This is an optimization exercise on Yosys and OpenROAD, whose aim is small area and a short achievable clock period, not a production implementation. Only simulation tests tie the RTL to the original design; equivalence was not proved. Power is estimated from default activity; no workload was simulated.

## apb_ram_strb
module apb_ram_strb #(
  parameter int unsigned ADDR_WIDTH  = 10,
  parameter int unsigned DATA_WIDTH  = 32,
  parameter int unsigned RAM_DEPTH   = 128,
  parameter int unsigned WAIT_CYCLES = 0,
  parameter int unsigned RO_BASE     = 96
) (
  input  logic                      pclk,
  input  logic                      presetn,
  input  logic                      psel,
  input  logic                      penable,
  input  logic                      pwrite,
  input  logic [ADDR_WIDTH-1:0]     paddr,
  input  logic [DATA_WIDTH-1:0]     pwdata,
  input  logic [DATA_WIDTH/8-1:0]   pstrb,
  output logic [DATA_WIDTH-1:0]     prdata,
  output logic                      pready,
  output logic                      pslverr
);
  localparam int NR = 43;             
  localparam int NG = 6;              
  logic        idle_q;                
  logic        acc_q;                 
  logic        pready_q;              
  logic        pslverr_q;
  logic [31:0] prdata_q;
  logic [NR-1:0] rl_q;                
  logic [NG-1:0] grp_q;               
  logic          oor_q;               
  logic          write_q;
  logic [31:0]   wdata_q;
  logic [3:0]    strb_q;
  logic [1:0]  ph_q;
  logic [2:0]  pos_q;
  logic        c1_q;
  logic [3:0]  act_q;
  logic [3:0]  pag_q [NG];
  logic [31:0] wdp_q;
  wire setup   = idle_q & psel & ~penable;
  wire perform = acc_q & psel & penable;
  wire commit  = perform & write_q & ~oor_q & ~presetn;
  wire [6:0] widx = paddr[8:2];
  logic [NR-1:0] ring_l;
  logic [NG-1:0] grp_l;
  logic [1:0]    sub_l;
  always_comb begin
    ring_l = '0;
    grp_l  = '0;
  ...
Settings: LEC_CHECK=0, CAP_MARGIN=20, CORE_MARGIN=2, CORE_UTILIZATION=40, CTS_CLUSTER_DIAMETER=80, CTS_CLUSTER_SIZE=28, PLACE_DENSITY=0.58, SETUP_SLACK_MARGIN=2.0, SLEW_MARGIN=20; clock period 4.5 ns.
run.sh (not shown) runs the stock make flow with config.mk's settings and CLKGATE_MAP_FILE= SYNTH_SCRIPT=/design/flow/synth_recipe.tcl, a recipe that flattens the netlist after the stock synthesis.
The first run ran to the end with no violations.
Edit:
==> flow/flow/run.sh (new file) <==
#!/bin/bash
set -o pipefail
bash standard.sh finish \
  "BUFFER_PORTS_ARGS=-buffer_cell sky130_fd_sc_hd__buf_4" > flow_make.log 2>&1
==> flow/standard.sh (new file) <==
#!/bin/bash
# synth_recipe.tcl (not shown) runs the flow's synth.tcl, then flattens the netlist and writes it again
# the make line also repeats each setting of config.mk as NAME=value (left out here)
make -C /OpenROAD-flow-scripts/flow DESIGN_CONFIG=/design/flow/config.mk WORK_HOME=/design/flow/orfs CLKGATE_MAP_FILE= SYNTH_SCRIPT=/design/flow/synth_recipe.tcl "${@:-finish}"
--- a/flow/config.mk
+++ b/flow/config.mk
@@ -10,6 +10,6 @@
 export CORE_UTILIZATION = 40
 export CTS_CLUSTER_DIAMETER = 80
-export CTS_CLUSTER_SIZE = 28
-export PLACE_DENSITY = 0.58
-export SETUP_SLACK_MARGIN = 2.0
+export CTS_CLUSTER_SIZE = 25
+export PLACE_DENSITY = 0.5
+export SETUP_SLACK_MARGIN = 2.1
 export SLEW_MARGIN = 20
removed: flow/run.sh
The changed run finished clean. Register-to-register slack improves by 70 ps. Maximum frequency is higher by 2.7%. Flip-flop and latch count is unchanged.

Starting RTL as in the previous note.
Settings: LEC_CHECK=0, CAP_MARGIN=20, CORE_MARGIN=2, CORE_UTILIZATION=40, CTS_CLUSTER_DIAMETER=80, CTS_CLUSTER_SIZE=25, PLACE_DENSITY=0.58, SETUP_SLACK_MARGIN=2.1, SLEW_MARGIN=20; clock period 4.5 ns.
Stock flow here: none of the scripts above is used.
Then changed:
--- a/flow/config.mk
+++ b/flow/config.mk
@@ -6,5 +6,5 @@
 export NUM_CORES = 4
 export LEC_CHECK = 0
-export CAP_MARGIN = 20
+export CAP_MARGIN = 10
 export CORE_MARGIN = 2
 export CORE_UTILIZATION = 40
@@ -12,4 +12,4 @@
 export CTS_CLUSTER_SIZE = 25
 export PLACE_DENSITY = 0.58
-export SETUP_SLACK_MARGIN = 2.1
-export SLEW_MARGIN = 20
+export SETUP_SLACK_MARGIN = 2.2
+export SLEW_MARGIN = 10
=> Synthesized area is unchanged; setup slack improved by 0.016 ns; fmax grows by 0.64%; critical path depth is unchanged; worst hold slack got worse by 0.018 ns; die area stays the same; design area grows by 4.6%.
Then changed:
--- a/flow/config.mk
+++ b/flow/config.mk
@@ -6,10 +6,11 @@
 export NUM_CORES = 4
 export LEC_CHECK = 0
-export CAP_MARGIN = 10
+export CAP_MARGIN = 20
 export CORE_MARGIN = 2
 export CORE_UTILIZATION = 40
 export CTS_CLUSTER_DIAMETER = 80
 export CTS_CLUSTER_SIZE = 25
-export PLACE_DENSITY = 0.58
-export SETUP_SLACK_MARGIN = 2.2
-export SLEW_MARGIN = 10
+export PLACE_DENSITY = 0.5
+export SETUP_SLACK_MARGIN = 2.1
+export SLEW_MARGIN = 20
+export TNS_END_PERCENT = 10
Die area stays the same; wire length decreases by 3.6%; total power hardly moves; final area decreases by 2.9%; worst setup slack is worse by 0.12 ns.

Starting RTL as in the previous note.
==> flow/config.mk <==
export PLATFORM = sky130hd
export DESIGN_NAME = apb_ram_strb
export DESIGN_NICKNAME = apb_ram_strb
export VERILOG_FILES = /design/flow/design.v
export SDC_FILE = /design/flow/constraint.sdc
export NUM_CORES = 4
export LEC_CHECK = 0
export CAP_MARGIN = 20
export CORE_MARGIN = 2
export CORE_UTILIZATION = 40
export CTS_CLUSTER_DIAMETER = 80
export CTS_CLUSTER_SIZE = 25
export PLACE_DENSITY = 0.66
export SETUP_SLACK_MARGIN = 2.1
export SLEW_MARGIN = 20
==> flow/constraint.sdc <==
create_clock -name core_clock -period 4.5 [get_ports {pclk}]
set_input_delay 0.9000 -clock core_clock [delete_from_list [all_inputs] [get_ports {pclk}]]
set_output_delay 0.9000 -clock core_clock [all_outputs]
set_load 0.01 [all_outputs]
==> next run, changes <==
Settings changed: PLACE_DENSITY 0.66 to 0.5.
Result: Clock power climbs by about 5%. Final area climbs by 2.0%. Die area is unchanged.

[separate check: timing with driven ports]
No port has a modelled driver above. Below, the same layouts with a new extraction and two added sets of constraints. Step 1: set_driving_cell puts a clkbuf_16 on pclk and a buf_2 on each other input, an assumption about the parent block. Step 2 also shifts input and output timing later by t, the mid clock arrival at the registers, as if the neighbouring blocks saw the same clock. Slacks: ideal ports / drivers / drivers and shift; pairs: ideal ports / drivers.
| run | t, ns | slack for setup (ns) | worst setup path after step 2 | clock arrival spread, ns |
|---|---|---|---|---|
| the first run of note 1 | 1.010 | 1.874 / 1.874 / 1.170 | input to register | 0.058 / 0.059 |
| the second run of note 1 | 1.035 | 1.942 / 1.942 / 1.338 | input to register | 0.065 / 0.065 |
| the first run of note 2 | 1.021 | 1.992 / 1.946 / 1.271 | input to register | 0.057 / 0.056 |
| the second run of note 2 | 1.022 | 2.008 / 1.911 / 1.259 | input to register | 0.059 / 0.059 |
| the third run of note 2 | 1.023 | 1.892 / 1.892 / 1.153 | input to register | 0.048 / 0.048 |
| the first run of note 3 | 1.045 | 1.948 / 1.838 / 1.294 | input to register | 0.062 / 0.062 |
| the second run of note 3 | 1.065 | 1.995 / 1.921 / 1.172 | input to register | 0.050 / 0.050 |
After both steps setup and hold are still met in every run listed. The setup slack of the second run of note 3, which loses most, moves by -0.074 ns with the drivers and by -0.823 ns with both steps.
